What follows belongs to an exercise in optimizing a design on an open flow for small area and a short achievable clock period; a production flow would make more cautious choices. The RTL was checked by simulation tests, not by an equivalence proof against the original design. Power figures rest on the tool's default switching activity, not on a simulated workload.

## flow/standard.sh

```bash
#!/bin/bash
# synth_recipe.tcl (not shown) runs the flow's synth.tcl, then flattens the netlist and writes it again
# the make line also repeats each setting of config.mk as NAME=value (left out here)
make -C /OpenROAD-flow-scripts/flow DESIGN_CONFIG=/design/flow/config.mk WORK_HOME=/design/flow/orfs CLKGATE_MAP_FILE= SYNTH_SCRIPT=/design/flow/synth_recipe.tcl "${@:-finish}"
```

## flow/config.mk

```make
export PLATFORM = sky130hd
export DESIGN_NAME = ternary_matmul_top
export DESIGN_NICKNAME = ternary_matmul_top
export VERILOG_FILES = /design/flow/design.v
export SDC_FILE = /design/flow/constraint.sdc
export NUM_CORES = 4
export LEC_CHECK = 0
export CAP_MARGIN = 20
export CORE_MARGIN = 2
export CORE_UTILIZATION = 40
export CTS_CLUSTER_DIAMETER = 100
export CTS_CLUSTER_SIZE = 30
export SLEW_MARGIN = 20
```

## flow/constraint.sdc

```tcl
create_clock -name core_clock -period 14.0 [get_ports {clk}]
set_input_delay 2.8000 -clock core_clock [delete_from_list [all_inputs] [get_ports {clk}]]
set_output_delay 2.8000 -clock core_clock [all_outputs]
set_load 0.01 [all_outputs]
```

## flow/design.v

```verilog
package ternary_pkg;
    localparam int compute_slices = 2;
    localparam int lanes_per_byte = 5;
    localparam int array_rows = lanes_per_byte * compute_slices;
    localparam int acc_count = array_rows * compute_slices;
    localparam int acc_width = 16;
    localparam int byte_width = 8;
    localparam int result_shift = 8;
    typedef logic [acc_width-1:0] acc_t;
    typedef logic [byte_width-1:0] byte_t;
endpackage
`timescale 1ns/1ps
module weight_unpacker(packed_weights, pos, neg);
  input [7:0] packed_weights;
  wire [7:0] packed_weights;
  output [4:0] pos;
  wire [4:0] pos;
  output [4:0] neg;
  wire [4:0] neg;
  wire _000_;
  wire _001_;
  wire _002_;
  wire _003_;
  wire _004_;
  wire _005_;
  wire _006_;
  wire _007_;
  wire _008_;
  wire _009_;
  wire _010_;
  wire _011_;
  wire _012_;
  wire _013_;
  wire _014_;
  wire _015_;
  wire _016_;
  wire _017_;
  wire _018_;
  wire _019_;
  wire _020_;
  wire _021_;
  wire _022_;
  wire _023_;
  wire _024_;
  wire _025_;
  wire _026_;
  wire _027_;
  wire _028_;
  wire _029_;
  wire _030_;
  wire _031_;
  wire _032_;
  wire _033_;
  wire _034_;
  wire _035_;
  wire _036_;
  wire _037_;
  wire _038_;
  wire _039_;
  wire _040_;
  wire _041_;
  wire _042_;
  wire _043_;
  wire _044_;
  wire _045_;
  wire _046_;
  wire _047_;
  wire _048_;
  wire _049_;
  wire _050_;
  wire _051_;
  wire _052_;
  wire _053_;
  wire _054_;
  wire _055_;
  wire _056_;
  wire _057_;
  wire _058_;
  wire _059_;
  wire _060_;
  wire _061_;
  wire _062_;
  wire _063_;
  wire _064_;
  wire _065_;
  wire _066_;
  wire _067_;
  wire _068_;
  wire _069_;
  wire _070_;
  wire _071_;
  wire _072_;
  wire _073_;
  wire _074_;
  wire _075_;
  wire _076_;
  wire _077_;
  wire _078_;
  wire _079_;
  wire _080_;
  wire _081_;
  wire _082_;
  wire _083_;
  wire _084_;
  wire _085_;
  wire _086_;
  wire _087_;
  wire _088_;
  wire _089_;
  wire _090_;
  wire _091_;
  wire _092_;
  wire _093_;
  wire _094_;
  wire _095_;
  wire _096_;
  wire _097_;
  wire _098_;
  wire _099_;
  wire _100_;
  wire _101_;
  wire _102_;
  wire _103_;
  wire _104_;
  wire _105_;
  wire _106_;
  wire _107_;
  wire _108_;
  wire _109_;
  wire _110_;
  wire _111_;
  wire _112_;
  wire _113_;
  wire _114_;
  wire _115_;
  wire _116_;
  wire _117_;
  wire _118_;
  wire _119_;
  wire _120_;
  wire _121_;
  wire _122_;
  wire _123_;
  wire _124_;
  wire _125_;
  wire _126_;
  wire _127_;
  wire _128_;
  wire _129_;
  wire _130_;
  wire _131_;
  wire _132_;
  wire _133_;
  wire _134_;
  wire _135_;
  wire _136_;
  wire _137_;
  wire _138_;
  assign _058_ = ~packed_weights[6];
  assign _059_ = packed_weights[7] & ~(packed_weights[5]);
  assign _060_ = packed_weights[5] & ~(packed_weights[7]);
  assign _061_ = ~packed_weights[3];
  assign _062_ = packed_weights[1] & ~(packed_weights[4]);
  assign _063_ = ~(_062_ & packed_weights[5]);
  assign _064_ = ~(packed_weights[5] | packed_weights[2]);
  assign _065_ = packed_weights[4] & ~(packed_weights[1]);
  assign _066_ = _065_ & ~(packed_weights[0]);
  assign _067_ = _066_ & _064_;
  assign _068_ = _063_ & ~(_067_);
  assign _069_ = _061_ & ~(_068_);
  assign _070_ = packed_weights[5] & packed_weights[2];
  assign _071_ = _061_ & ~(_070_);
  assign _072_ = _070_ & ~(_061_);
  assign _073_ = ~(_072_ | _071_);
  assign _074_ = ~(packed_weights[1] & packed_weights[0]);
  assign _075_ = packed_weights[5] | ~(packed_weights[2]);
  assign _076_ = ~(_075_ | _074_);
  assign _077_ = _076_ | packed_weights[4];
  assign _078_ = _077_ | _073_;
  assign _079_ = packed_weights[4] & ~(_072_);
  assign _080_ = _079_ | _066_;
  assign _081_ = _078_ & ~(_080_);
  assign _082_ = _081_ | _069_;
  assign _083_ = ~packed_weights[4];
  assign _084_ = packed_weights[5] & ~(_074_);
  assign _085_ = _071_ & ~(_084_);
  assign _086_ = _083_ & ~(_085_);
  assign _087_ = ~packed_weights[1];
  assign _088_ = _087_ ? _064_ : _070_;
  assign _089_ = packed_weights[4] & ~(_070_);
  assign _090_ = _089_ | _066_;
  assign _091_ = packed_weights[3] ? _088_ : _090_;
  assign _092_ = _091_ | _086_;
  assign _093_ = packed_weights[3] & ~(packed_weights[0]);
  assign _094_ = packed_weights[0] & ~(packed_weights[3]);
  assign _095_ = _094_ & ~(_065_);
  assign _096_ = _062_ ? _093_ : _095_;
  assign _097_ = packed_weights[1] | ~(packed_weights[4]);
  assign _098_ = ~(_094_ | _093_);
  assign _099_ = _098_ & ~(_097_);
  assign _100_ = _099_ | _096_;
  assign _101_ = _100_ | _075_;
  assign _102_ = ~(_095_ | _062_);
  assign _103_ = _098_ | _066_;
  assign _104_ = _102_ & ~(_103_);
  assign _105_ = _062_ & ~(_093_);
  assign _106_ = _105_ & ~(_094_);
  assign _107_ = _106_ | _104_;
  assign _108_ = _101_ & ~(_107_);
  assign _109_ = _070_ | _064_;
  assign _110_ = _109_ & _100_;
  assign _111_ = _110_ | ~(_108_);
  assign _112_ = packed_weights[5] & ~(packed_weights[2]);
  assign _113_ = _107_ & ~(_112_);
  assign _114_ = _111_ & ~(_113_);
  assign _115_ = _070_ & ~(packed_weights[1]);
  assign _116_ = _063_ & ~(_115_);
  assign _117_ = _116_ | _061_;
  assign _118_ = ~packed_weights[7];
  assign _119_ = _076_ | _118_;
  assign _120_ = _119_ | _085_;
  assign _121_ = _117_ & ~(_120_);
  assign _122_ = _121_ & _114_;
  assign _123_ = _092_ & ~(_122_);
  assign _124_ = _100_ & ~(packed_weights[2]);
  assign _125_ = _124_ | _109_;
  assign _126_ = _125_ ? _107_ : _108_;
  assign _127_ = _118_ & ~(_126_);
  assign _128_ = _109_ | ~(_102_);
  assign _129_ = _112_ | _102_;
  assign _130_ = _101_ & ~(_129_);
  assign _131_ = _128_ & ~(_130_);
  assign _132_ = _118_ & ~(_131_);
  assign _133_ = _132_ | _127_;
  assign _134_ = ~(_133_ ^ _123_);
  assign _135_ = _134_ & ~(_082_);
  assign _136_ = _135_ | packed_weights[6];
  assign _137_ = _121_ | _058_;
  assign _138_ = _092_ & ~(_137_);
  assign _000_ = _118_ & ~(_082_);
  assign _001_ = _138_ & ~(_000_);
  assign _002_ = packed_weights[4] & ~(_001_);
  assign _003_ = _136_ & ~(_002_);
  assign _004_ = _060_ | ~(_003_);
  assign _005_ = _004_ & ~(_059_);
  assign pos[0] = _005_ ^ _058_;
  assign _006_ = ~(packed_weights[5] & packed_weights[4]);
  assign _007_ = _006_ | ~(pos[0]);
  assign _008_ = packed_weights[7] & ~(_007_);
  assign _009_ = _103_ | _096_;
  assign _010_ = ~_109_;
  assign _011_ = _097_ ? _010_ : _125_;
  assign _012_ = _009_ & ~(_011_);
  assign _013_ = ~_127_;
  assign _014_ = _114_ & ~(_058_);
  assign _015_ = _014_ | _013_;
  assign _016_ = _058_ & ~(_126_);
  assign _017_ = packed_weights[7] & ~(_016_);
  assign _018_ = _015_ & ~(_017_);
  assign _019_ = _114_ | packed_weights[6];
  assign _020_ = _019_ & ~(_014_);
  assign _021_ = _018_ & ~(_020_);
  assign _022_ = _013_ & ~(_021_);
  assign _023_ = ~(_022_ | _131_);
  assign _024_ = _023_ | _012_;
  assign _025_ = _024_ | _008_;
  assign _026_ = _022_ & _131_;
  assign _027_ = _026_ | _025_;
  assign neg[3] = ~_027_;
  assign _028_ = _135_ & ~(packed_weights[6]);
  assign neg[2] = _028_ | _001_;
  assign _029_ = _027_ | ~(_135_);
  assign _030_ = ~(packed_weights[3] | packed_weights[2]);
  assign _031_ = _083_ & ~(_030_);
  assign _032_ = _059_ & ~(_031_);
  assign _033_ = _032_ | _058_;
  assign _034_ = _123_ & ~(_136_);
  assign _035_ = _033_ & ~(_034_);
  assign _036_ = _082_ & ~(_019_);
  assign _037_ = _036_ & ~(_133_);
  assign _038_ = _037_ | _138_;
  assign _039_ = _038_ | _035_;
  assign pos[2] = _029_ & ~(_039_);
  assign _040_ = _060_ | _083_;
  assign _041_ = _040_ | _136_;
  assign _042_ = _041_ | pos[2];
  assign _043_ = packed_weights[4] & ~(_135_);
  assign _044_ = _060_ & ~(packed_weights[6]);
  assign _045_ = _044_ & ~(_043_);
  assign _046_ = ~_072_;
  assign _047_ = packed_weights[7] ? packed_weights[5] : _046_;
  assign _048_ = _003_ & ~(_047_);
  assign _049_ = _048_ | _045_;
  assign _050_ = _042_ & ~(_049_);
  assign _051_ = _005_ & ~(_044_);
  assign neg[1] = _050_ & ~(_051_);
  assign neg[0] = packed_weights[7] & ~(pos[0]);
  assign _052_ = _005_ | _058_;
  assign _053_ = packed_weights[7] & ~(_052_);
  assign _054_ = ~(_053_ | _016_);
  assign _055_ = _054_ | _114_;
  assign pos[4] = _055_ & ~(_018_);
  assign _056_ = _012_ & ~(_022_);
  assign pos[3] = _025_ & ~(_056_);
  assign pos[1] = ~(_050_ & _007_);
  assign _057_ = _053_ & _126_;
  assign neg[4] = _057_ | _021_;
endmodule
`timescale 1ns/1ps
module input_stager (
    input  logic       clk,
    input  logic       reset,
    input  logic       compute,
    input  logic [7:0] weights_in,
    input  logic [7:0] activations_in,
    output logic [9:0] row_pos,
    output logic [9:0] row_neg,
    output logic [7:0] act
);
    logic       slice;
    logic       slice_next;
    logic [7:0] fill_w0, fill_w1, fill_a0, held;
    logic [4:0] pos0, neg0, pos1, neg1;
    assign slice_next = !reset && compute && !slice;
    always_ff @(posedge clk) begin
        slice <= slice_next;
    end
    always_ff @(posedge clk) begin
        if (reset) begin
            fill_w0 <= 8'hff;
            fill_w1 <= 8'hff;
            fill_a0 <= 8'h00;
        end else if (slice) begin
            fill_w1 <= weights_in;
        end else begin
            fill_w0 <= weights_in;
            fill_a0 <= activations_in;
        end
    end
    always_ff @(posedge clk) begin
        if (slice) begin
            held <= reset ? 8'h00 : activations_in;
        end else if (slice_next) begin
            held <= fill_a0;
        end else if (reset) begin
            held <= 8'h00;
        end
    end
    always_ff @(posedge clk) begin
        if (slice || slice_next) begin
            act <= held;
        end else begin
            act <= fill_a0;
        end
    end
    weight_unpacker u_dec0 (.packed_weights(fill_w0), .pos(pos0), .neg(neg0));
    weight_unpacker u_dec1 (.packed_weights(fill_w1), .pos(pos1), .neg(neg1));
    always_ff @(posedge clk) begin
        if (!slice) begin
            row_pos <= {pos1, pos0};
            row_neg <= {neg1, neg0};
        end
    end
endmodule
`timescale 1ns/1ps
module mac_array (
    input  logic                   clk,
    input  logic                   clr_head,
    input  logic [9:0]             row_pos,
    input  logic [9:0]             row_neg,
    input  logic [7:0]             act,
    output ternary_pkg::acc_t [ternary_pkg::acc_count-1:0] acc_q
);
    for (genvar r = 0; r < ternary_pkg::array_rows; r++) begin : g_row
        logic [15:0] h, sum;
        logic [7:0]  t;
        logic [8:0]  c;
        logic [8:0]  ones, zeros;
        logic        inc, dec;
        assign h = clr_head ? 16'h0000 : acc_q[2*r];
        assign t    = ({8{row_pos[r]}} & act) | ({8{row_neg[r]}} & ~act);
        assign c[0] = row_neg[r];
        for (genvar i = 0; i < 8; i++) begin : g_lo
            assign sum[i]  = h[i] ^ t[i] ^ c[i];
            assign c[i+1]  = (h[i] & t[i]) | (c[i] & (h[i] ^ t[i]));
        end
        assign inc = c[8] & !t[7];
        assign dec = !c[8] & t[7];
        assign ones[0]  = 1'b1;
        assign zeros[0] = 1'b1;
        for (genvar i = 0; i < 8; i++) begin : g_hi
            assign ones[i+1]  = ones[i] & h[8+i];
            assign zeros[i+1] = zeros[i] & !h[8+i];
            assign sum[8+i]   = h[8+i] ^ ((inc & ones[i]) | (dec & zeros[i]));
        end
        always_ff @(posedge clk) begin
            acc_q[2*r]   <= acc_q[2*r+1];
            acc_q[2*r+1] <= sum;
        end
    end
endmodule
`timescale 1ns/1ps
module readout_queue (
    input  logic       clk,
    input  logic       reset,
    input  logic       compute,
    input  logic       clr,
    input  logic       clr_prev,
    input  logic       cap,
    input  logic       zero,
    input  ternary_pkg::acc_t [ternary_pkg::acc_count-1:0] acc_q,
    output logic [7:0] result_out
);
    localparam int N = ternary_pkg::acc_count;
    ternary_pkg::byte_t q [1:N-2];
    ternary_pkg::byte_t e [1:N-1];
    for (genvar n = 1; n < N; n++) begin : g_e
        if (n % 2 == 0) begin : g_head
            assign e[n] = cap ? (clr_prev ? 8'h00 : acc_q[n][15:8]) : q[n];
        end else if (n < N - 1) begin : g_tail
            assign e[n] = cap ? acc_q[n][15:8] : q[n];
        end else begin : g_last
            assign e[n] = cap ? acc_q[n][15:8] : q[n-1];
        end
    end
    always_ff @(posedge clk) begin
        for (int n = 1; n < N - 1; n++) begin
            q[n] <= e[n+1];
        end
    end
    always_ff @(posedge clk) begin
        if (reset) begin
            result_out <= '0;
        end else if (!compute) begin
            result_out <= clr ? 8'h00 : acc_q[1][15:8];
        end else begin
            result_out <= zero ? 8'h00 : e[1];
        end
    end
endmodule
`timescale 1ns/1ps
module ternary_matmul_top (
    input  logic       clk,
    input  logic       reset,
    input  logic [7:0] weights_in,
    input  logic [7:0] activations_in,
    input  logic       compute,
    output logic [7:0] result_out
);
    logic [9:0] row_pos, row_neg;
    logic [7:0] act;
    logic clr, clr_prev, clr_head, cap, zero;
    ternary_pkg::acc_t [ternary_pkg::acc_count-1:0] acc_q;
    always_ff @(posedge clk) begin
        clr      <= reset || !compute;
        clr_prev <= clr;
        clr_head <= reset || !compute || clr;
        cap      <= !reset && !compute;
        zero     <= reset || (zero && compute);
    end
    input_stager u_input_stager (
        .clk            (clk),
        .reset          (reset),
        .compute        (compute),
        .weights_in     (weights_in),
        .activations_in (activations_in),
        .row_pos         (row_pos),
        .row_neg        (row_neg),
        .act            (act)
    );
    mac_array u_mac_array (
        .clk      (clk),
        .clr_head (clr_head),
        .row_pos   (row_pos),
        .row_neg  (row_neg),
        .act      (act),
        .acc_q    (acc_q)
    );
    readout_queue u_readout_queue (
        .clk        (clk),
        .reset      (reset),
        .compute    (compute),
        .clr        (clr),
        .clr_prev   (clr_prev),
        .cap        (cap),
        .zero       (zero),
        .acc_q      (acc_q),
        .result_out (result_out)
    );
endmodule
```

## flow/flow/abc_area.script

```
strash
dc2
dch
map -D 2500
topo
stime
```

## flow/flow/synth.tcl

```tcl
# The standard flow's synthesis script with ABC's mapping script replaced by the one
# named in MY_ABC_SCRIPT; everything else, registers included, is as in
# the standard synthesis.
proc synth {args} { yosys synth -nofsm -noshare {*}$args }
proc my_abc_args {name1 name2 op} {
  set i [lsearch -exact $::abc_args -script]
  if {$i >= 0 && [lindex $::abc_args [expr {$i + 1}]] ne $::env(MY_ABC_SCRIPT)} {
    set ::abc_args [lreplace $::abc_args [expr {$i + 1}] [expr {$i + 1}] $::env(MY_ABC_SCRIPT)]
  }
}
trace add variable ::abc_args write my_abc_args
source $::env(SCRIPTS_DIR)/synth.tcl
# left out here: clear keep_hierarchy, flatten, clean up, hide names made inside functions, write 1_2_yosys.v
```

## flow/flow/run.sh

```bash
#!/bin/bash
# Own layout flow: the standard steps (standard.sh), except that
#  - synthesis leaves out Yosys's full-adder extraction (ADDER_MAP_FILE
#    empty) and maps with flow/abc_area.script, a delay-targeted ABC
#    mapping with area recovery, in place of ORFS's ABC script
#    (flow/synth.tcl swaps the script; the registers are unchanged);
#  - ports are buffered with buf_4 cells and timing repair aims for a
#    larger setup margin.
# Each step's full output goes to its own log file here.
set -euo pipefail
export MY_ABC_SCRIPT=$PWD/flow/abc_area.script
bash standard.sh ADDER_MAP_FILE= SYNTH_SCRIPT=$PWD/flow/synth.tcl synth > synth.log 2>&1
bash standard.sh SETUP_SLACK_MARGIN=10 "BUFFER_PORTS_ARGS=-buffer_cell sky130_fd_sc_hd__buf_4" finish > layout.log 2>&1
```

==> flow_metrics.tcl, run 1 <==
set metrics [dict create \
    ant_nets 0 \
    clk_pin_slew_ps 110 \
    synth_adder_area_share_pct 0 \
    die_width_um 227 \
    dpl.hpwl_um 25500 \
    start_kind "register" \
    initialDrtViolationCount 762 \
    crit_buf_inv 1 \
    drt-total-wl_um 38600 \
    postSynthCellCount 2328 \
    gr-usage-all-layers_pct 15.1 \
    synth-seq-cells 538 \
    num_antenna_cells 0 \
    clk_latency_ps 550 \
    row_count 81 \
    clock_skew_ps 12.7 \
    layout_min_cycle_time_ps 3840 \
    globalplace.congestion 0.781 \
    antenna_found_initial 0 \
    synth_cell_type_count 32 \
    synth_area_leaders "dfxtp_1 51%, nand2_1 12%, xor2_1 7.4%, o21ai_0 5.8%, edfxtp_1 5.4%" \
    swShare_pct 29.2 \
    setup_tns_ps 0 \
    p_switching_uw 1050 \
    max_stage_delay_ps 360 \
    status "complete, no violations" \
    route.vias.total 14400 \
    start_util_pct 40.5 \
    finalNetCount 2412 \
    ios 27 \
    utilization_pct 44.8 \
    portBuffers 26 \
    crit_type "register to output port" \
    htree_levels 1 \
    ys_seq_area_share_pct 56.1 \
    synthSimpleGateAreaFrac_pct 19.7 \
    setup.worst_path.end_class "output port" \
    async_flop_share_pct 0 \
    grt_max_degree 73 \
    cap_violations 0 \
    synthMuxAreaShare_pct 0.0505 \
    cts_buffer_depth 3 \
    yosys_warnings 6 \
    numCtsBuffers 21 \
    crit_path_cell_trace "buf_4" \
    worst-path-max-fanout 1 \
    die_area_sq_mm 0.0514 \
    max_freq_mhz 261 \
    synth_nets 2347 \
    synth_top_cell_area_share_pct 50.7 \
    grt_first_pass_wirelength_um 65500 \
    drive_above_1_share_pct 6.46 \
    ir_worst_vdd_uv 115 \
    netlist_area_sq_mm 0.0198 \
    crit_arrival_ps 1040 \
    p_int_uw 2560 \
    report.final.slew_viol_count 0 \
    hp-start "u_mac_array.acc_q[177]" \
    synth_compound_area_share_pct 10.1 \
    rsz0062_at_grt "yes" \
    setup_viol 0 \
    area_growth_pct 10.5 \
    crit_path_top_delay_cell "dfxtp_1" \
    synth_edf_count 36 \
    avgSynthCellArea_sq_um 8.52 \
    layout_common_cells "637 x nand2_1, 492 x dfxtp_1, 213 x o21ai_0" \
    synth_xor_area_share_pct 10.2 \
    viasPerCell 4.70 \
    drc 0 \
    slew_headroom_pct 39.1 \
    pwr-share-comb_pct 18.6 \
    pwr-share-clk_pct 20.1 \
    r2r-start "u_input_stager.fill_w0[1]" \
    cp_top_family "flip-flops" \
    fill_cells 4766 \
    power.density_mw_per_mm2 165 \
    synth_top_family_by_area "simple AND/OR/NAND/NOR gates" \
    hold_viol 0 \
    clock_sinks 538 \
    critPathRequiredTime_ps 11200 \
    cts-root-buf "clkbuf_16" \
    hold_path.class "register to register" \
    overflow 0 \
    tightest_slew_ps 913 \
    cts_hold_buf 0 \
    fin_crit_sh_pct 27.4 \
    layout_commonest_cell "nand2_1" \
    fp.dieH_um 227 \
    wire_per_inst_um 12.6 \
    grt_pass1_vias 13800 \
    core_area_sq_mm 0.0490 \
    synth_top_area_cell "dfxtp_1" \
    setup.worst_path.start "u_readout_queue.result_out[1]" \
    p_seq_share_pct 61.3 \
    cts_tree "done" \
    yosys_most_used_dff "dfxtp_1" \
    leakage_uw 0.00889 \
    drt_pass1_iterations 5 \
]
## Yosys cell counts (4+ instances only)
cell type,n
nand3_1,98
nor2_1,174
a211oi_1,4
a22oi_1,8
nand2_1,639
xnor2_1,63
o21ai_0,231
or2_2,6
nand4_1,5
edfxtp_1,36
o211ai_1,4
and3_2,4
xor2_1,168
clkinv_1,205
nor3_1,42
dfxtp_1,502
a21oi_1,101
a31oi_1,4
nor4_1,4
o22ai_1,11
## power by group through the flow
stage,clock network [uW],registers [uW],logic [uW]
floorplan,0,2190,520
global placement,0,2230,624
finish,727,2210,672
global route,817,2270,779
CTS,761,2220,655
detailed placement,0,2250,643
## metrics by stage
| step | setup WS, ps | std cells | power, uW | hold slack, ps | area (sq um) |
|---|---|---|---|---|---|
| after CTS | 10000 | 3056 | 3630 | 339 | 21600 |
| after global routing | 9960 | 3063 | 3860 | 343 | 21900 |
| final | 10160 | 3063 | 3610 | 330 | 21900 |
| after detailed placement | 9160 | 3025 | 2890 | 314 | 20900 |
| after global placement | 9270 | 3025 | 2860 | 311 | 20900 |
| after floorplan | 10040 | 2328 | 2710 | 310 | 19900 |
## cell type report
| class | count | area, sq um | share of cell area [%] |
|---|---|---|---|
| Timing Repair Buffer | 41 | 335 | 1.53 |
| Tap cell | 664 | 831 | 3.79 |
| Sequential cell | 538 | 11100 | 50.8 |
| Clock inverter | 1 | 8.76 | 0.0399 |
| Clock buffer | 28 | 562 | 2.56 |
| Inverter | 205 | 818 | 3.73 |
| Timing Repair inverter | 1 | 16.3 | 0.0742 |
| Multi-Input combinational cell | 1585 | 8210 | 37.4 |
## final timing paths
check | endpoint | slack, ps | depth (start not counted)
hold / removal | u_mac_array.acc_q[161] | 330 | 0
hold reg to reg | u_mac_array.acc_q[161] | 330 | 0
setup / recovery | result_out[1] | 10160 | 1
setup reg to reg | u_input_stager.row_neg[1] | 10290 | 21
## flip-flops by register name (all words and copies together), names as in the netlist
name	cells
u_mac_array.acc_q	320
u_readout_queue.q	144
u_input_stager.row_neg	10
u_input_stager.row_pos	10
u_input_stager.act	8
u_input_stager.fill_a0	8
u_input_stager.fill_w0	8
u_input_stager.fill_w1	8
u_input_stager.held	8
u_readout_queue.result_out	8
cap	1
clr	1
clr_head	1
clr_prev	1
u_input_stager.slice	1
zero	1
## layer usage
layer / vias to the layer above / global-route usage [%] / wire (um)
li1: 7620 / - / -
met5: - / 0 / 0
met1: 6599 / 21.0 / 19400
met3: 29 / 2.03 / 1150
met4: 0 / 2.53 / 518
met2: 141 / 25.4 / 17500
## cells by family after synthesis
family	Yosys count
flops	538
mux	1
xor+xnor	231
buf+inv	205
simple gates	976
compound gates	377
## what timing repair did
item                       CTS  global route
pin swaps                    0             4
setup buffers                1             7
resized for setup           15            79
cloned                       1             0
setup endpoints to repair   55            47
==> run 2: changes to the inputs <==
==> flow/flow/abc_area.script (replaced) <==
strash
dc2
dch
map -D 3000
topo
stime
==> flow_metrics.tcl, run 2 <==
set metrics [dict create \
    use_met1_pct 21.4 \
    drc 0 \
    power.density_mw_per_mm2 162 \
    grt_max_degree 78 \
    die_width_um 227 \
    cts_buffer_depth 3 \
    synth-seq-cells 538 \
    gr-usage-met3_pct 1.78 \
    worstHoldPathCells 0 \
    yosys_warnings 6 \
    cap_violations 0 \
    max_freq_mhz 251 \
    gr-usage-all-layers_pct 15.6 \
    crit_path_top_delay_cell "dfxtp_4" \
    cts-root-buf "clkbuf_16" \
    multiInputGateArea_sq_mm 0.00836 \
    wire_per_inst_um 12.9 \
    ios 27 \
    crit_buf_inv 12 \
    finalNetCount 2514 \
    report.final.slew_viol_count 0 \
    synth_edf_count 36 \
    start_util_pct 40.6 \
    initialDrtViolationCount 824 \
    r2r_slack_ps 10020 \
    worst-r2r-cell-count 23 \
    crit_type "register to register" \
    globalplace.congestion 0.808 \
    crit_arrival_ps 4310 \
    overflow 0 \
    regArea_sq_mm 0.0112 \
    layout_min_cycle_time_ps 3980 \
    tightest_slew_ps 855 \
    core_area_sq_mm 0.0491 \
    portBuffers 26 \
    r2r-start "u_input_stager.fill_w1[1]" \
    area_growth_pct 13.8 \
    regMostFlops "u_mac_array.acc_q" \
    ys_seq_area_share_pct 55.9 \
    p_switching_uw 1090 \
    whs_ps 338 \
    grtUsageMet2_pct 26.3 \
    synth_cell_type_count 30 \
    layout_common_cells "668 x nand2_1, 487 x dfxtp_1, 214 x o21ai_0" \
    htree_levels 1 \
    p_seq_share_pct 60.0 \
    synth.most_common_cell "nand2_1" \
    clk_latency_ps 570 \
    leakage_uw 0.00943 \
    layout_setup_ws_ps 10020 \
    die_area_sq_mm 0.0516 \
    critPathRequiredTime_ps 14320 \
    path_common_cell "buf_4" \
    grt-busiest-layer "met2" \
    netlist_area_sq_mm 0.0199 \
    r2r_end "u_input_stager.row_pos[6]" \
    pwr-share-comb_pct 19.8 \
    postSynthCellCount 2374 \
    max_stage_delay_ps 380 \
    num_antenna_cells 0 \
    p_int_uw 2580 \
    dpl.hpwl_um 25200 \
    fp.dieH_um 227 \
    worst-path-max-fanout 5 \
    setup_viol 0 \
    grt_first_pass_wirelength_um 67200 \
    clock_sinks 538 \
    clock_skew_ps 11.1 \
    drive_above_1_share_pct 10.1 \
    synth_top_cell_area_share_pct 50.5 \
    ir_worst_vdd_uv 97.9 \
    avgSynthCellArea_sq_um 8.39 \
    swShare_pct 29.7 \
    yosys_most_used_dff "dfxtp_1" \
    clk_pin_slew_ps 110 \
    slew_headroom_pct 42.6 \
    pre_cts_slack_ps 9210 \
    layout_commonest_cell "nand2_1" \
    rsz0062_at_grt "yes" \
    yosys-top-cells-count "683 x nand2_1, 502 x dfxtp_1, 237 x o21ai_0" \
    start_kind "register" \
    cts_tree "done" \
    status "complete, no violations" \
    crit_path_cell_trace "clkinv_4 -> nor2_4 -> nor2_2 -> nor2_2 -> nand2_2 -> buf_4 -> buf_4 -> buf_4 -> buf_4 -> buf_4 -> buf_4 -> buf_4 -> buf_4 -> buf_4 -> buf_4 -> buf_4 -> a221oi_2 -> nor2_1 -> nand2_1 -> a21oi_1 -> a2111oi_4 -> o221ai_2 -> or2_2" \
    dpl.cell_count 3071 \
    setup_tns_ps 0 \
    drt_pass1_iterations 5 \
    numCtsBuffers 21 \
    largest_reg_flops 320 \
    hold_viol 0 \
    synth_area_leaders "dfxtp_1 50%, nand2_1 13%, xor2_1 7.3%, o21ai_0 6.0%, edfxtp_1 5.4%" \
    row_count 81 \
    setup.worst_path.start "u_input_stager.fill_w1[1]" \
    cts_hold_buf 0 \
    antenna_found_initial 0 \
    setup.worst_path.end_class "register" \
    route.vias.total 14900 \
    largestRegisters "u_mac_array.acc_q x320, u_readout_queue.q x144" \
    power_uw 3670 \
    fin_crit_sh_pct 28.5 \
    fill_cells 4798 \
    pwr-share-clk_pct 20.2 \
    hp-start "u_mac_array.acc_q[151]" \
    viasPerCell 4.71 \
    grt_pass1_vias 13900 \
    cp_top_family "buffers and inverters" \
    async_flop_share_pct 0 \
    min_to "u_mac_array.acc_q[135]" \
    drt-total-wl_um 40800 \
    hold_path.class "register to register" \
    synth_top_area_cell "dfxtp_1" \
    synth_nets 2393 \
    stdcell_count 3166 \
    ant_nets 0 \
]
run 2: cell types whose count changed after synthesis, sizes merged, moves of 6 or more:
cell | before | now
nand2 | 639 | 683
o21ai | 231 | 237
clkinv | 205 | 228
nor2 | 174 | 188
nand3 | 98 | 111
a21oi | 101 | 76
run 2: power by group through the flow:
stage | Sequential, uW | Combinational (uW) | Clock [uW]
2_1_floorplan | 2180 | 511 | 0
4_1_cts | 2210 | 672 | 771
6_report | 2200 | 728 | 741
5_1_grt | 2260 | 832 | 826
3_5_place_dp | 2240 | 632 | 0
3_3_place_gp | 2220 | 612 | 0
run 2: metrics by stage:
| stage | instance area (sq um) | util [%] |
|---|---|---|
| 3_3_place_gp | 21000 | 42.8 |
| 2_1_floorplan | 19900 | - |
| 6_report | 22700 | 46.2 |
| 3_5_place_dp | 21000 | 42.8 |
| 4_1_cts | 22100 | 45.0 |
| 5_1_grt | 22700 | 46.2 |
run 2: cell type report:
cell class,count,area share (%)
timing repair inverter,1,0.0718
timing repair buffer,97,3.33
multi-input combinational,1608,36.9
sequential,538,49.3
tap,664,3.67
clock buffer,29,2.50
clock inverter,1,0.0386
inverter,228,4.23
run 2: worst max path at each step:
stage                                    endpoint  slack, ps  cells after the start
finish                  u_input_stager.row_pos[6]      10020                     23
global route               u_mac_array.acc_q[223]       9920                     25
CTS                     u_input_stager.row_neg[1]      10000                     26
detailed placement  u_readout_queue.result_out[1]       9210                      6
global placement    u_readout_queue.result_out[0]       9330                      6
floorplan               u_input_stager.row_pos[6]      10040                     25
run 2: routing by layer:
metal / share of wire [%] / routed length, um
met1: 49 / 19900
met2: 46 / 18900
met3: 2.8 / 1150
met4: 2.0 / 833
met5: 0 / 0
run 2: timing repair:
item,in CTS,in global routing
endpoints found under the setup margin,50,50
gates resized for setup,67,109
hold endpoints to repair,0,0
cloned,1,0
pin swaps,16,24
setup buffers,34,30
run 2: cells by family after synthesis:
logic type | synth area share (%)
simple gates | 20.5
flops | 55.9
compound gates | 9.13
xor+xnor | 10.1
buf+inv | 4.30
==> run 3: changes to the inputs <==
==> flow/flow/abc_area.script (replaced) <==
strash
dc2
dch
map -D 2250
topo
stime
--- a/flow/config.mk
+++ b/flow/config.mk
@@ -7,7 +7,8 @@
 export LEC_CHECK = 0
 export CAP_MARGIN = 20
 export CORE_MARGIN = 2
-export CORE_UTILIZATION = 40
+export CORE_UTILIZATION = 60
 export CTS_CLUSTER_DIAMETER = 100
 export CTS_CLUSTER_SIZE = 30
+export PLACE_DENSITY = 0.75
 export SLEW_MARGIN = 20
==> flow_metrics.tcl, run 3 <==
set metrics [dict create \
    status "complete, no violations" \
    layout_commonest_cell "nand2_1" \
    swShare_pct 28.9 \
    crit_arrival_ps 4270 \
    cts_buffer_depth 3 \
    p_switching_uw 1030 \
    die_width_um 186 \
    dpl.hpwl_um 23100 \
    synth.most_common_cell "nand2_1" \
    synth_top_cell_area_share_pct 50.6 \
    report.final.slew_viol_count 0 \
    synth-seq-cells 538 \
    largest_reg_flops 320 \
    power_uw 3570 \
    synthSimpleGateAreaFrac_pct 19.9 \
    synth_top_area_cell "dfxtp_1" \
    fin_crit_sh_pct 27.3 \
    cts_tree "done" \
    fill_cells 2710 \
    largestRegisters "u_mac_array.acc_q x320, u_readout_queue.q x144" \
    ios 27 \
    synth_xor_area_share_pct 10.2 \
    leakage_uw 0.00885 \
    ir_worst_vdd_uv 117 \
    drt_pass1_iterations 5 \
    globalplace.congestion 0.836 \
    yosys-top-cells-count "641 x nand2_1, 502 x dfxtp_1, 230 x o21ai_0" \
    core_area_sq_mm 0.0325 \
    pwr-share-comb_pct 18.2 \
    r2r-start "u_input_stager.fill_w1[4]" \
    ys_seq_area_share_pct 56.1 \
    drt-total-wl_um 36900 \
    overflow 0 \
    grt_first_pass_wirelength_um 61900 \
    drive_above_1_share_pct 5.57 \
    critPathRequiredTime_ps 14460 \
    crit_type "primary input to register" \
    layout_common_cells "641 x nand2_1, 491 x dfxtp_1, 223 x o21ai_0" \
    async_flop_share_pct 0 \
    cap_violations 0 \
    drc 0 \
    pwr-share-clk_pct 20.1 \
    netlist_area_sq_mm 0.0198 \
    synth_cell_type_count 35 \
    gr-usage-all-layers_pct 21.3 \
    route.vias.total 14700 \
    htree_levels 1 \
    layout_min_cycle_time_ps 3820 \
    rsz0062_at_grt "yes" \
    hold_viol 0 \
    die_area_sq_mm 0.0345 \
    setup.worst_path.start "reset" \
    synth_nets 2337 \
    p_int_uw 2540 \
    antenna_found_initial 0 \
    portBuffers 26 \
    crit_path_cell_trace "buf_4 -> clkinvlp_4 -> nand2_1 -> nor2_2 -> a21oi_2 -> o21ai_0" \
    row_count 66 \
    start_kind "primary input" \
    postSynthCellCount 2318 \
    clock_sinks 538 \
    max_stage_delay_ps 470 \
    start_util_pct 61.0 \
    synth_adder_area_share_pct 0 \
    clock_skew_ps 13.8 \
    viasPerCell 5.20 \
    synth_edf_count 36 \
    grt_max_degree 140 \
    fp.dieH_um 186 \
    ant_nets 0 \
    setup_tns_ps 0 \
    synth_compound_area_share_pct 10.1 \
    worst-path-max-fanout 19 \
    setup_viol 0 \
    initialDrtViolationCount 840 \
    wire_per_inst_um 13.0 \
    tightest_slew_ps 984 \
    synth_top_family_by_area "simple AND/OR/NAND/NOR gates" \
    clk_pin_slew_ps 110 \
    hp-start "u_mac_array.acc_q[114]" \
    cts_hold_buf 0 \
    finalNetCount 2400 \
    slew_headroom_pct 34.3 \
    power.density_mw_per_mm2 166 \
    numCtsBuffers 21 \
    avgSynthCellArea_sq_um 8.56 \
    max_freq_mhz 262 \
    grt_pass1_vias 13900 \
    crit_path_top_delay_cell "nor2_2" \
    crit_buf_inv 2 \
    synth_area_leaders "dfxtp_1 51%, nand2_1 12%, xor2_1 7.7%, o21ai_0 5.8%, edfxtp_1 5.4%" \
    setup.worst_path.end_class "register" \
    cp_top_family "simple AND/OR/NAND/NOR gates" \
    area_growth_pct 8.18 \
    cts-root-buf "clkbuf_16" \
    yosys_most_used_dff "dfxtp_1" \
    p_seq_share_pct 61.7 \
    clk_latency_ps 540 \
    synthMuxAreaShare_pct 0.101 \
    hold_path.class "register to register" \
    regMostFlops "u_mac_array.acc_q" \
    yosys_warnings 6 \
]
run 3: routing by layer:
metal  routed length [um]  vias up  track usage [%]
li1                     -     7612                -
met1                17600     6826             28.0
met2                17200      225             37.0
met3                 1300       50             2.35
met4                  852        0             6.39
met5                    0        -                0
run 3: final timing paths:
kind | end | slack, ps | cells past startpoint
worst min-delay path | u_mac_array.acc_q[98] | 330 | 0
worst max register to register | u_input_stager.row_pos[6] | 10240 | 19
worst min register to register | u_mac_array.acc_q[98] | 330 | 0
worst max-delay path | u_readout_queue.result_out[5] | 10180 | 6
run 3: what timing repair did:
item	4_1_cts	5_1_grt
endpoints found under the hold margin	0	0
pin swaps	0	2
resized for setup	5	46
cloned	0	1
setup buffers	1	7
setup endpoints to repair	38	67
run 3: power by group through the flow:
stage | logic [uW] | registers, uW | clock network [uW]
4_1_cts | 638 | 2200 | 741
3_5_place_dp | 629 | 2240 | 0
2_1_floorplan | 513 | 2180 | 0
5_1_grt | 748 | 2250 | 789
6_report | 650 | 2200 | 718
3_3_place_gp | 605 | 2220 | 0
run 3: final cells by class:
| class | count | area, sq um | share of cell area (%) |
|---|---|---|---|
| clock buffers | 28 | 562 | 2.62 |
| repair buffers | 39 | 304 | 1.42 |
| well taps | 442 | 553 | 2.58 |
| inverters | 194 | 768 | 3.58 |
| repair inverters | 1 | 11.3 | 0.0525 |
| flip-flops and latches | 538 | 11200 | 51.9 |
| diodes | 1 | 2.50 | 0.0117 |
| multi-input cells | 1586 | 8110 | 37.8 |
run 3: kinds of logic after synthesis:
group / Yosys count
DFF: 538
muxes: 2
and+or+nand+nor: 979
xor gates and xnor gates: 230
AOI/OAI and AO/OA: 375
buffers and inverters: 194
run 3: metrics by stage:
step | cells | hold WS (ps) | worst slack [ps] | instance area [sq um] | utilization [%]
floorplan | 2318 | 310 | 10090 | 19900 | -
global placement | 2791 | 310 | 9390 | 20700 | 63.5
detailed placement | 2791 | 312 | 9300 | 20700 | 63.5
CTS | 2820 | 335 | 9970 | 21300 | 65.3
global route | 2828 | 340 | 9920 | 21500 | 66.0
finish | 2829 | 334 | 10180 | 21500 | 66.0
==> run 4: changes to the inputs <==
--- a/flow/config.mk
+++ b/flow/config.mk
@@ -7,8 +7,7 @@
 export LEC_CHECK = 0
 export CAP_MARGIN = 20
 export CORE_MARGIN = 2
-export CORE_UTILIZATION = 60
+export CORE_UTILIZATION = 75
 export CTS_CLUSTER_DIAMETER = 100
 export CTS_CLUSTER_SIZE = 30
-export PLACE_DENSITY = 0.75
 export SLEW_MARGIN = 20
==> flow_metrics.tcl, run 4 <==
set metrics [dict create \
    layout_setup_ws_ps 10160 \
    grt_pass1_vias 14800 \
    layout_common_cells "641 x nand2_1, 490 x dfxtp_1, 220 x o21ai_0" \
    num_antenna_cells 0 \
    clock_skew_ps 18.5 \
    clk_latency_ps 550 \
    setup_tns_ps 0 \
    yosys-top-cells-count "641 x nand2_1, 502 x dfxtp_1, 230 x o21ai_0" \
    drt-total-wl_um 39900 \
    grt_first_pass_wirelength_um 66400 \
    p_int_uw 2540 \
    crit_path_cell_trace "buf_4" \
    regMostFlops "u_mac_array.acc_q" \
    area_growth_pct 7.74 \
    largest_reg_flops 320 \
    synth_cell_type_count 35 \
    layout_commonest_cell "nand2_1" \
    finalNetCount 2401 \
    tightest_slew_ps 959 \
    cts_tree "done" \
    status "complete, no violations" \
    yosys_most_used_dff "dfxtp_1" \
    hold_path.class "register to register" \
    core_area_sq_mm 0.0260 \
    r2r_end "u_input_stager.row_pos[6]" \
    globalplace.congestion 0.885 \
    crit_buf_inv 1 \
    gr-usage-all-layers_pct 28.2 \
    overflow 0 \
    r2r_slack_ps 10270 \
    synth_area_leaders "dfxtp_1 51%, nand2_1 12%, xor2_1 7.7%, o21ai_0 5.8%, edfxtp_1 5.4%" \
    p_switching_uw 1060 \
    post-route-cell-area_sq_mm 0.0214 \
    ios 27 \
    max_freq_mhz 260 \
    layout_min_cycle_time_ps 3840 \
    largestRegisters "u_mac_array.acc_q x320, u_readout_queue.q x144" \
    netlist_area_sq_mm 0.0198 \
    async_flop_share_pct 0 \
    ant_nets 0 \
    fill_cells 1654 \
    row_count 59 \
    fin_crit_sh_pct 27.5 \
    drive_above_1_share_pct 5.49 \
    ir_worst_vdd_uv 156 \
    clock_sinks 538 \
    report.final.slew_viol_count 0 \
    leakage_uw 0.00889 \
    synth_nets 2337 \
    synth_edf_count 36 \
    placed_cell_area_sq_mm 0.0205 \
    postSynthCellCount 2318 \
    worstSetupPathDepth 1 \
    portBuffers 26 \
    route.vias.total 15000 \
    critPathRequiredTime_ps 11200 \
    slew_headroom_pct 36.0 \
    worst-path-max-fanout 1 \
    crit_type "register to output port" \
    rsz0062_at_grt "yes" \
    cp-endpoint "result_out[0]" \
    whs_ps 324 \
    setup.worst_path.start "u_readout_queue.result_out[0]" \
    worst-r2r-cell-count 19 \
    drc 0 \
    synth_top_cell_area_share_pct 50.6 \
    die_width_um 167 \
    pre_cts_slack_ps 9260 \
    viasPerCell 5.52 \
    initialDrtViolationCount 1205 \
    synth-seq-cells 538 \
    setup_viol 0 \
    p_seq_share_pct 61.3 \
    avgSynthCellArea_sq_um 8.56 \
    yosys_warnings 6 \
    cts-root-buf "clkbuf_16" \
    swShare_pct 29.4 \
    cts_buffer_depth 3 \
    pwr-share-clk_pct 20.0 \
    die_area_sq_mm 0.0278 \
    start_kind "register" \
    dpl.hpwl_um 24600 \
    htree_levels 1 \
    crit_path_top_delay_cell "dfxtp_1" \
    synth.most_common_cell "nand2_1" \
    fp.dieH_um 167 \
    setup.worst_path.end_class "output port" \
    grt_max_degree 90 \
    pwr-share-comb_pct 18.7 \
    cap_violations 0 \
    crit_arrival_ps 1040 \
    ys_seq_area_share_pct 56.1 \
    antenna_found_initial 0 \
    wire_per_inst_um 14.7 \
    max_stage_delay_ps 370 \
    power.density_mw_per_mm2 168 \
    cp_top_family "flip-flops" \
    drt_pass1_iterations 5 \
    r2r-start "u_input_stager.fill_w1[4]" \
    start_util_pct 76.4 \
    hold_viol 0 \
    numCtsBuffers 21 \
    clk_pin_slew_ps 110 \
    synth_top_area_cell "dfxtp_1" \
]
-- run 4: cell types whose count changed in the layout (fill, tap and decap cells not counted), moves of 2 or more --
cell,change
inv_2,-2
o21ai_0,-3
clkinvlp_4,-2
clkinv_2,+3
buf_4,-2
o21ai_1,+3
dfxtp_2,+2
-- run 4: what timing repair did --
item | CTS | global route
setup endpoints to repair | 49 | 43
gates cloned | 1 | 1
gates resized for setup | 10 | 45
hold buffers | 0 | 0
pin swaps | 0 | 0
buffers inserted | 2 | 3
-- run 4: final cells by class --
class | instances | area, sq um | area share, %
clock buffers | 28 | 562 | 2.63
clock inverters | 1 | 8.76 | 0.0410
inverters | 194 | 764 | 3.58
multi-input cells | 1586 | 8090 | 37.9
flip-flops and latches | 538 | 11200 | 52.2
well taps | 335 | 419 | 1.96
repair buffers | 40 | 365 | 1.71
repair inverters | 1 | 16.3 | 0.0761
-- run 4: cells by family after synthesis --
family,after synthesis,synth area share (%)
AO/OA/AOI/OAI,375,10.1
XOR/XNOR,230,10.2
buffers and inverters,194,3.67
flip-flops,538,56.1
multiplexers,2,0.101
AND/OR/NAND/NOR,979,19.9
-- run 4: layer usage --
| layer | vias up | global-route usage (%) | part of all wire [%] |
|---|---|---|---|
| met5 | - | 0 | 0 |
| met4 | 0 | 7.80 | 2.1 |
| met3 | 75 | 2.80 | 4.8 |
| met2 | 347 | 52.3 | 51 |
| met1 | 6982 | 35.2 | 42 |
| li1 | 7629 | - | - |
-- run 4: worst min-delay path by stage --
stage / slack [ps] / end / cells after the start / start
after floorplan: 310 / u_mac_array.acc_q[0] / 0 / u_mac_array.acc_q[16]
after global placement: 310 / u_mac_array.acc_q[6] / 0 / u_mac_array.acc_q[22]
after detailed placement: 310 / u_mac_array.acc_q[135] / 0 / u_mac_array.acc_q[151]
after CTS: 330 / u_mac_array.acc_q[199] / 0 / u_mac_array.acc_q[215]
after global routing: 340 / u_mac_array.acc_q[163] / 0 / u_mac_array.acc_q[179]
final: 320 / u_mac_array.acc_q[199] / 0 / u_mac_array.acc_q[215]
-- run 4: metrics by stage --
| step | utilization, % | power, uW | std cells |
|---|---|---|---|
| 4_1_cts | 81.5 | 3590 | 2719 |
| 5_1_grt | 82.3 | 3800 | 2723 |
| 6_report | 82.3 | 3600 | 2723 |
| 3_5_place_dp | 79.1 | 2880 | 2687 |
| 3_3_place_gp | 79.1 | 2820 | 2687 |
| 2_1_floorplan | - | 2690 | 2318 |
-- run 4: power by group through the flow --
stage	registers, uW	clock network, uW	logic [uW]
after floorplan	2180	0	513
after global placement	2210	0	610
after detailed placement	2240	0	644
after CTS	2200	731	658
after global routing	2250	785	768
final	2210	721	673
==> run 5: changes to the inputs <==
--- a/flow/config.mk
+++ b/flow/config.mk
@@ -7,7 +7,8 @@
 export LEC_CHECK = 0
 export CAP_MARGIN = 20
 export CORE_MARGIN = 2
-export CORE_UTILIZATION = 75
+export CORE_UTILIZATION = 60
 export CTS_CLUSTER_DIAMETER = 100
 export CTS_CLUSTER_SIZE = 30
+export GPL_TIMING_DRIVEN = 1
 export SLEW_MARGIN = 20
==> flow_metrics.tcl, run 5 <==
set metrics [dict create \
    yosys_most_used_dff "dfxtp_1" \
    critPathRequiredTime_ps 11200 \
    grt_max_degree 140 \
    cts_tree "done" \
    grt_first_pass_wirelength_um 63200 \
    setup.worst_path.end_class "output port" \
    hold_path.class "register to register" \
    crit_type "register to output port" \
    num_antenna_cells 0 \
    synth_top_cell_area_share_pct 50.6 \
    report.final.slew_viol_count 0 \
    p_switching_uw 1030 \
    grt_pass1_vias 13900 \
    post-route-cell-area_sq_mm 0.0215 \
    die_width_um 186 \
    cp_top_family "flip-flops" \
    cts_buffer_depth 3 \
    fill_cells 2796 \
    viasPerCell 5.16 \
    clock_sinks 538 \
    ant_nets 0 \
    regMostFlops "u_mac_array.acc_q" \
    swShare_pct 28.9 \
    p_int_uw 2540 \
    antenna_found_initial 0 \
    initialDrtViolationCount 990 \
    avgSynthCellArea_sq_um 8.56 \
    synth-seq-cells 538 \
    p_seq_share_pct 61.4 \
    htree_levels 1 \
    wire_per_inst_um 13.5 \
    synth_area_leaders "dfxtp_1 51%, nand2_1 12%, xor2_1 7.7%, o21ai_0 5.8%, edfxtp_1 5.4%" \
    core_area_sq_mm 0.0325 \
    power.density_mw_per_mm2 166 \
    row_count 66 \
    worst-path-max-fanout 1 \
    largest_reg_flops 320 \
    placed_cell_area_sq_mm 0.0207 \
    tightest_slew_ps 984 \
    synth_top_area_cell "dfxtp_1" \
    yosys_warnings 6 \
    layout_common_cells "641 x nand2_1, 493 x dfxtp_1, 223 x o21ai_0" \
    finalNetCount 2399 \
    drive_above_1_share_pct 5.66 \
    layout_commonest_cell "nand2_1" \
    cts-root-buf "clkbuf_16" \
    gr-usage-all-layers_pct 22.2 \
    synth_edf_count 36 \
    die_area_sq_mm 0.0345 \
    yosys-top-cells-count "641 x nand2_1, 502 x dfxtp_1, 230 x o21ai_0" \
    globalplace.congestion 0.843 \
    pwr-share-clk_pct 20.2 \
    leakage_uw 0.00886 \
    clk_pin_slew_ps 120 \
    clock_skew_ps 17.6 \
    drt_pass1_iterations 5 \
    worst-r2r-cell-count 21 \
    drt-total-wl_um 38100 \
    layout_min_cycle_time_ps 3800 \
    ir_worst_vdd_uv 101 \
    slew_headroom_pct 34.3 \
    drc 0 \
    crit_path_cell_trace "buf_4" \
    synth_cell_type_count 35 \
    clk_latency_ps 540 \
    postSynthCellCount 2318 \
    crit_buf_inv 1 \
    area_growth_pct 8.43 \
    start_util_pct 61.0 \
    worstSetupPathDepth 1 \
    pwr-share-comb_pct 18.4 \
    largestRegisters "u_mac_array.acc_q x320, u_readout_queue.q x144" \
    portBuffers 26 \
    max_stage_delay_ps 350 \
    synth.most_common_cell "nand2_1" \
    crit_arrival_ps 1000 \
    synth_nets 2337 \
    numCtsBuffers 21 \
    worstHoldPathCells 0 \
    fin_crit_sh_pct 27.1 \
    fp.dieH_um 186 \
    async_flop_share_pct 0 \
    max_freq_mhz 263 \
    route.vias.total 14600 \
    status "complete, no violations" \
    overflow 0 \
    dpl.hpwl_um 23700 \
    setup_tns_ps 0 \
    start_kind "register" \
    cap_violations 0 \
    ys_seq_area_share_pct 56.1 \
    crit_path_top_delay_cell "dfxtp_1" \
    setup_viol 0 \
    ios 27 \
    hold_viol 0 \
    netlist_area_sq_mm 0.0198 \
    rsz0062_at_grt "yes" \
]
[run 5: final timing paths]
check	endpoint	from	slack (ps)
max	result_out[3]	u_readout_queue.result_out[3]	10200
min	u_mac_array.acc_q[196]	u_mac_array.acc_q[212]	330
max reg2reg	u_mac_array.acc_q[127]	u_input_stager.act[0]	10330
min reg2reg	u_mac_array.acc_q[196]	u_mac_array.acc_q[212]	330
[run 5: logic make-up after synthesis]
family	synth area share, %
buffers and inverters	3.67
DFF	56.1
and+or+nand+nor	19.9
xor gates and xnor gates	10.2
AOI/OAI and AO/OA	10.1
muxes	0.101
[run 5: power by group through the flow]
stage	combinational [uW]	sequential [uW]	clock, uW
after floorplan	513	2180	0
after global routing	763	2250	792
after CTS	650	2200	744
after global placement	620	2210	0
after detailed placement	640	2230	0
final	658	2190	721
[run 5: through the flow]
| step | setup WS [ps] | hold WS [ps] | util [%] | power (uW) | std cells |
|---|---|---|---|---|---|
| CTS | 9930 | 337 | 65.4 | 3590 | 2824 |
| global placement | 9390 | 310 | 63.6 | 2830 | 2795 |
| floorplan | 10090 | 310 | - | 2690 | 2318 |
| finish | 10200 | 328 | 66.1 | 3570 | 2827 |
| detailed placement | 9210 | 313 | 63.6 | 2870 | 2795 |
| global route | 9930 | 342 | 66.1 | 3800 | 2827 |
[run 5: repair_timing]
item	4_1_cts	5_1_grt
setup buffers	1	2
hold buffers	0	0
pin swaps	0	1
hold endpoints to repair	0	0
cloned	0	1
resized for setup	7	56
setup endpoints to repair	48	55
[run 5: layout make-up]
type                            instances  area (sq um)  area share, %
Sequential cell                       538         11100           51.8
Multi-Input combinational cell       1586          8160           37.9
Inverter                              194           767           3.56
Clock buffer                           28           562           2.61
Tap cell                              442           553           2.57
Timing Repair Buffer                   38           320           1.49
Timing Repair inverter                  1          11.3         0.0523
[run 5: metal layers]
layer,global-route usage (%),vias to the layer above,share of wire (%)
li1,-,7603,-
met1,28.4,6762,46
met2,40.3,184,48
met3,2.21,42,3.3
met4,4.94,0,2.3
met5,0,-,0
==> run 6: changes to the inputs <==
--- a/flow/config.mk
+++ b/flow/config.mk
@@ -8,7 +8,7 @@
 export CAP_MARGIN = 20
 export CORE_MARGIN = 2
 export CORE_UTILIZATION = 60
+export CTS_BUF_LIST = sky130_fd_sc_hd__clkbuf_8
 export CTS_CLUSTER_DIAMETER = 100
-export CTS_CLUSTER_SIZE = 30
-export GPL_TIMING_DRIVEN = 1
+export CTS_CLUSTER_SIZE = 20
 export SLEW_MARGIN = 20
==> flow_metrics.tcl, run 6 <==
set metrics [dict create \
    die_area_sq_mm 0.0345 \
    grt_first_pass_wirelength_um 63200 \
    leakage_uw 0.00888 \
    critPathRequiredTime_ps 11200 \
    hold_viol 0 \
    htree_levels 1 \
    start_kind "register" \
    gr-usage-all-layers_pct 22.2 \
    start_util_pct 61.0 \
    portBuffers 26 \
    finalNetCount 2411 \
    ios 27 \
    wire_per_inst_um 13.6 \
    cts_hold_buf 0 \
    status "complete, no violations" \
    viasPerCell 5.15 \
    clock_sinks 538 \
    synth-seq-cells 538 \
    clock_skew_ps 16.5 \
    layout_setup_ws_ps 10100 \
    antenna_found_initial 0 \
    layout_min_cycle_time_ps 3900 \
    avgSynthCellArea_sq_um 8.56 \
    netlist_area_sq_mm 0.0198 \
    crit_type "register to output port" \
    drt_pass1_iterations 5 \
    synth_nets 2337 \
    overflow 0 \
    hold_path.class "register to register" \
    core_area_sq_mm 0.0325 \
    postSynthCellCount 2318 \
    dpl.hpwl_um 23700 \
    yosys_warnings 6 \
    cts_tree "done" \
    ant_nets 0 \
    crit_buf_inv 1 \
    area_growth_pct 8.02 \
    setup_tns_ps 0 \
    layout_commonest_cell "nand2_1" \
    setup.worst_path.end_class "output port" \
    cp_top_family "flip-flops" \
    crit_path_top_delay_cell "dfxtp_1" \
    async_flop_share_pct 0 \
    max_freq_mhz 256 \
    crit_arrival_ps 1100 \
    numCtsBuffers 30 \
    tightest_slew_ps 1030 \
    grt_max_degree 140 \
    route.vias.total 14600 \
    ir_worst_vdd_uv 113 \
    r2r_slack_ps 10300 \
    fill_cells 2801 \
    grt_pass1_vias 13800 \
    synth_cell_type_count 35 \
    cts_buffer_depth 3 \
    cts-root-buf "clkbuf_8" \
    num_antenna_cells 0 \
    die_width_um 186 \
    synth_area_leaders "dfxtp_1 51%, nand2_1 12%, xor2_1 7.7%, o21ai_0 5.8%, edfxtp_1 5.4%" \
    synth_edf_count 36 \
    setup_viol 0 \
    globalplace.congestion 0.843 \
    cap_violations 0 \
    fin_crit_sh_pct 27.9 \
    pre_cts_slack_ps 9210 \
    layout_common_cells "641 x nand2_1, 492 x dfxtp_1, 223 x o21ai_0" \
    drive_above_1_share_pct 6.04 \
    whs_ps 329 \
    fp.dieH_um 186 \
    clk_latency_ps 640 \
    drt-total-wl_um 38600 \
    max_stage_delay_ps 350 \
    drc 0 \
    synth.most_common_cell "nand2_1" \
    crit_path_cell_trace "buf_4" \
    yosys_most_used_dff "dfxtp_1" \
    yosys-top-cells-count "641 x nand2_1, 502 x dfxtp_1, 230 x o21ai_0" \
    largestRegisters "u_mac_array.acc_q x320, u_readout_queue.q x144" \
    slew_headroom_pct 31.2 \
    largest_reg_flops 320 \
    synth_top_area_cell "dfxtp_1" \
    worst-path-max-fanout 1 \
    clk_pin_slew_ps 130 \
    power.density_mw_per_mm2 163 \
    initialDrtViolationCount 1009 \
    row_count 66 \
    rsz0062_at_grt "yes" \
    regMostFlops "u_mac_array.acc_q" \
    synth_top_cell_area_share_pct 50.6 \
    ys_seq_area_share_pct 56.1 \
    report.final.slew_viol_count 0 \
]
## run 6: area by class of cell
type / instances / area (sq um) / area share (%)
Clock inverter: 10 / 42.5 / 0.198
Inverter: 194 / 769 / 3.59
Timing Repair inverter: 1 / 11.3 / 0.0525
Clock buffer: 31 / 427 / 1.99
Tap cell: 442 / 553 / 2.58
Timing Repair Buffer: 41 / 358 / 1.67
Sequential cell: 538 / 11100 / 52.0
Multi-Input combinational cell: 1586 / 8130 / 37.9
## run 6: final timing paths
check / start / end / cells after the start
setup / recovery: u_readout_queue.result_out[3] / result_out[3] / 1
hold / removal: u_mac_array.acc_q[20] / u_mac_array.acc_q[4] / 0
setup reg to reg: u_input_stager.act[0] / u_mac_array.acc_q[127] / 21
hold reg to reg: u_mac_array.acc_q[20] / u_mac_array.acc_q[4] / 0
## run 6: kinds of logic (layout without fill, tap and decap cells)
group	after synthesis	in the layout	synth area share, %
buffers and inverters	194	277	3.67
xor gates and xnor gates	230	230	10.2
and+or+nand+nor	979	979	19.9
muxes	2	2	0.101
AOI/OAI and AO/OA	375	375	10.1
DFF	538	538	56.1
## run 6: through the flow
step	power (uW)	cell area (sq um)	cells	util, %
final	3500	21400	2843	65.9
after floorplan	2690	19900	2318	-
after detailed placement	2870	20700	2795	63.6
after global routing	3730	21400	2843	65.9
after CTS	3520	21200	2837	65.1
after global placement	2830	20700	2795	63.6
## run 6: routing by layer
| metal | GRT usage [%] | up-vias | share of wire (%) |
|---|---|---|---|
| met5 | 0 | - | 0 |
| met2 | 40.0 | 197 | 48 |
| met3 | 2.50 | 41 | 3.5 |
| li1 | - | 7635 | - |
| met1 | 28.9 | 6767 | 47 |
| met4 | 4.35 | 0 | 1.3 |
## run 6: what timing repair did
| action | 4_1_cts | 5_1_grt |
|---|---|---|
| setup endpoints to repair | 48 | 56 |
| buffers inserted | 1 | 4 |
| cloned | 0 | 2 |
| pin swaps | 0 | 1 |
| gates resized for setup | 5 | 52 |
## run 6: report_power, final
group | total [uW] | switching [uW] | internal [uW]
Combinational | 657 | 405 | 252
Clock | 644 | 440 | 203
Sequential | 2200 | 194 | 2000
Total | 3500 | 1040 | 2460
==> run 7: changes to the inputs <==
--- a/flow/config.mk
+++ b/flow/config.mk
@@ -7,8 +7,7 @@
 export LEC_CHECK = 0
 export CAP_MARGIN = 20
 export CORE_MARGIN = 2
-export CORE_UTILIZATION = 60
-export CTS_BUF_LIST = sky130_fd_sc_hd__clkbuf_8
+export CORE_UTILIZATION = 50
 export CTS_CLUSTER_DIAMETER = 100
-export CTS_CLUSTER_SIZE = 20
+export CTS_CLUSTER_SIZE = 30
 export SLEW_MARGIN = 20
==> flow_metrics.tcl, run 7 <==
set metrics [dict create \
    drive_above_1_share_pct 5.77 \
    grt_pass1_vias 13500 \
    cts_tree "done" \
    synth_area_leaders "dfxtp_1 51%, nand2_1 12%, xor2_1 7.7%, o21ai_0 5.8%, edfxtp_1 5.4%" \
    gr-usage-all-layers_pct 18.7 \
    synth_top_cell_area_share_pct 50.6 \
    tightest_slew_ps 1070 \
    clk_latency_ps 550 \
    setup_viol 0 \
    initialDrtViolationCount 624 \
    numCtsBuffers 21 \
    core_area_sq_mm 0.0389 \
    max_freq_mhz 263 \
    layout_commonest_cell "nand2_1" \
    finalNetCount 2404 \
    num_antenna_cells 0 \
    portBuffers 26 \
    viasPerCell 4.96 \
    slew_headroom_pct 28.6 \
    largestRegisters "u_mac_array.acc_q x320, u_readout_queue.q x144" \
    pwr-share-clk_pct 20.4 \
    synthMuxAreaShare_pct 0.101 \
    setup_tns_ps 0 \
    drc 0 \
    die_width_um 203 \
    p_seq_share_pct 61.4 \
    report.final.slew_viol_count 0 \
    async_flop_share_pct 0 \
    start_util_pct 51.0 \
    yosys_most_used_dff "dfxtp_1" \
    cts_buffer_depth 3 \
    cts_hold_buf 0 \
    hold_path.class "register to register" \
    fin_crit_sh_pct 27.1 \
    yosys-top-cells-count "641 x nand2_1, 502 x dfxtp_1, 230 x o21ai_0" \
    synth.most_common_cell "nand2_1" \
    route.vias.total 14400 \
    yosys_warnings 6 \
    worstHoldPathCells 0 \
    clk_pin_slew_ps 110 \
    cp_top_family "flip-flops" \
    ir_worst_vdd_uv 77.6 \
    synth-seq-cells 538 \
    wire_per_inst_um 13.2 \
    overflow 0 \
    area_growth_pct 9.17 \
    power.density_mw_per_mm2 165 \
    max_stage_delay_ps 330 \
    synth_edf_count 36 \
    postSynthCellCount 2318 \
    fp.dieH_um 203 \
    synth_nets 2337 \
    synth_compound_area_share_pct 10.1 \
    pwr-share-comb_pct 18.2 \
    htree_levels 1 \
    synth_cell_type_count 35 \
    synth_adder_area_share_pct 0 \
    critPathRequiredTime_ps 11200 \
    worst-r2r-cell-count 14 \
    crit_path_cell_trace "buf_4" \
    setup.worst_path.end_class "output port" \
    layout_min_cycle_time_ps 3800 \
    synth_xor_area_share_pct 10.2 \
    swShare_pct 28.9 \
    dpl.cell_count 2869 \
    ant_nets 0 \
    synth_top_family_by_area "simple AND/OR/NAND/NOR gates" \
    clock_sinks 538 \
    layout_common_cells "641 x nand2_1, 491 x dfxtp_1, 222 x o21ai_0" \
    crit_buf_inv 1 \
    cts-root-buf "clkbuf_16" \
    grt_max_degree 75 \
    largest_reg_flops 320 \
    netlist_area_sq_mm 0.0198 \
    p_int_uw 2540 \
    start_kind "register" \
    worst-path-max-fanout 1 \
    drt_pass1_iterations 6 \
    ys_seq_area_share_pct 56.1 \
    globalplace.congestion 0.850 \
    worstSetupPathDepth 1 \
    synthSimpleGateAreaFrac_pct 19.9 \
    p_switching_uw 1030 \
    rsz0062_at_grt "yes" \
    crit_path_top_delay_cell "dfxtp_1" \
    grt_first_pass_wirelength_um 64400 \
    row_count 72 \
    hold_viol 0 \
    power_uw 3580 \
    regMostFlops "u_mac_array.acc_q" \
    crit_arrival_ps 1000 \
    crit_type "register to output port" \
    whs_ps 336 \
    avgSynthCellArea_sq_um 8.56 \
    cap_violations 0 \
    stdcell_count 2909 \
    clock_skew_ps 15.4 \
    die_area_sq_mm 0.0413 \
    synth_top_area_cell "dfxtp_1" \
    ios 27 \
    leakage_uw 0.00890 \
    status "complete, no violations" \
    utilization_pct 55.7 \
    antenna_found_initial 0 \
    drt-total-wl_um 38400 \
    fill_cells 3654 \
    dpl.hpwl_um 23900 \
]
-- run 7: stage by stage --
stage / setup WS [ps] / instance area (sq um)
global placement: 9350 / 20800
global route: 9990 / 21700
CTS: 9990 / 21400
floorplan: 10090 / 19900
detailed placement: 9220 / 20800
finish: 10200 / 21700
-- run 7: final timing paths --
check                                     start                      to  slack, ps
setup / recovery  u_readout_queue.result_out[4]           result_out[4]      10200
hold / removal           u_mac_array.acc_q[273]  u_mac_array.acc_q[257]        340
setup reg to reg          u_input_stager.act[4]  u_mac_array.acc_q[159]      10370
hold reg to reg          u_mac_array.acc_q[273]  u_mac_array.acc_q[257]        340
-- run 7: logic make-up after synthesis --
family | Yosys count
simple gates | 979
flops | 538
compound gates | 375
xor+xnor | 230
buf+inv | 194
mux | 2
-- run 7: cell type report --
class / count / area, sq um / share of cell area [%]
multi-input combinational: 1586 / 8130 / 37.5
sequential: 538 / 11100 / 51.5
clock inverter: 1 / 8.76 / 0.0404
timing repair inverter: 1 / 16.3 / 0.0751
clock buffer: 28 / 562 / 2.59
inverter: 194 / 759 / 3.51
tap: 518 / 648 / 2.99
timing repair buffer: 43 / 385 / 1.78
-- run 7: metal layers --
layer | wire, um | part of all wire [%] | up-vias | track usage, %
met5 | 0 | 0 | - | 0
met4 | 862 | 2.2 | 0 | 5.24
met3 | 1030 | 2.7 | 42 | 2.11
met2 | 17600 | 46 | 151 | 31.9
met1 | 19000 | 49 | 6638 | 25.1
li1 | - | - | 7610 | -
-- run 7: power groups by stage --
stage	Combinational [uW]	Clock (uW)	Sequential (uW)
floorplan	513	0	2180
global placement	618	0	2220
detailed placement	633	0	2230
CTS	643	762	2200
global route	755	813	2250
finish	651	729	2200
-- run 7: timing repair --
item / 4_1_cts / 5_1_grt
setup buffers: 2 / 7
pin swaps: 0 / 1
gates resized for setup: 9 / 48
hold endpoints to repair: 0 / 0
endpoints found under the setup margin: 53 / 55
gates cloned: 1 / 1

separate check: timing with driven ports:
The flow's constraints put no driver on any port. The routed layouts listed below were extracted and timed again, unchanged, in two steps. Step 1 sets driving cells, clkbuf_16 on the clock port and buf_2 on the other inputs (assumed; they add their load-dependent delay and slew). Step 2 adds t to the input delays and takes it off the output delays; t is the mean of the earliest and latest rising clock arrival at the registers after step 1. Input paths then give back, and output paths get back, about the clock's delay inside the block. a / b / c = ideal ports / drivers / drivers and shift; a / b = the first two.
run	t (ns)	setup WS [ns]	hold WS [ns]	worst setup path at the end	worst slew at a driven data input, ns
run 1	0.601	10.162 / 10.108 / 9.674	0.330 / 0.330 / 0.330	input to register	0.07
run 2	0.617	10.017 / 10.017 / 9.717	0.338 / 0.338 / 0.338	input to register	0.07
run 3	0.584	10.183 / 10.135 / 9.626	0.334 / 0.334 / 0.334	input to register	0.04
run 4	0.591	10.155 / 10.105 / 9.615	0.324 / 0.324 / 0.324	input to register	0.04
run 5	0.589	10.202 / 10.149 / 9.739	0.328 / 0.328 / 0.328	input to register	0.03
run 6	0.682	10.097 / 10.045 / 9.600	0.329 / 0.329 / 0.329	input to register	0.03
run 7	0.600	10.202 / 10.146 / 9.815	0.336 / 0.336 / 0.336	input to register	0.03
After both steps every run listed still meets setup and hold. The setup slack of run 3, which loses most, moves by -0.048 ns with the drivers and by -0.557 ns with both steps.
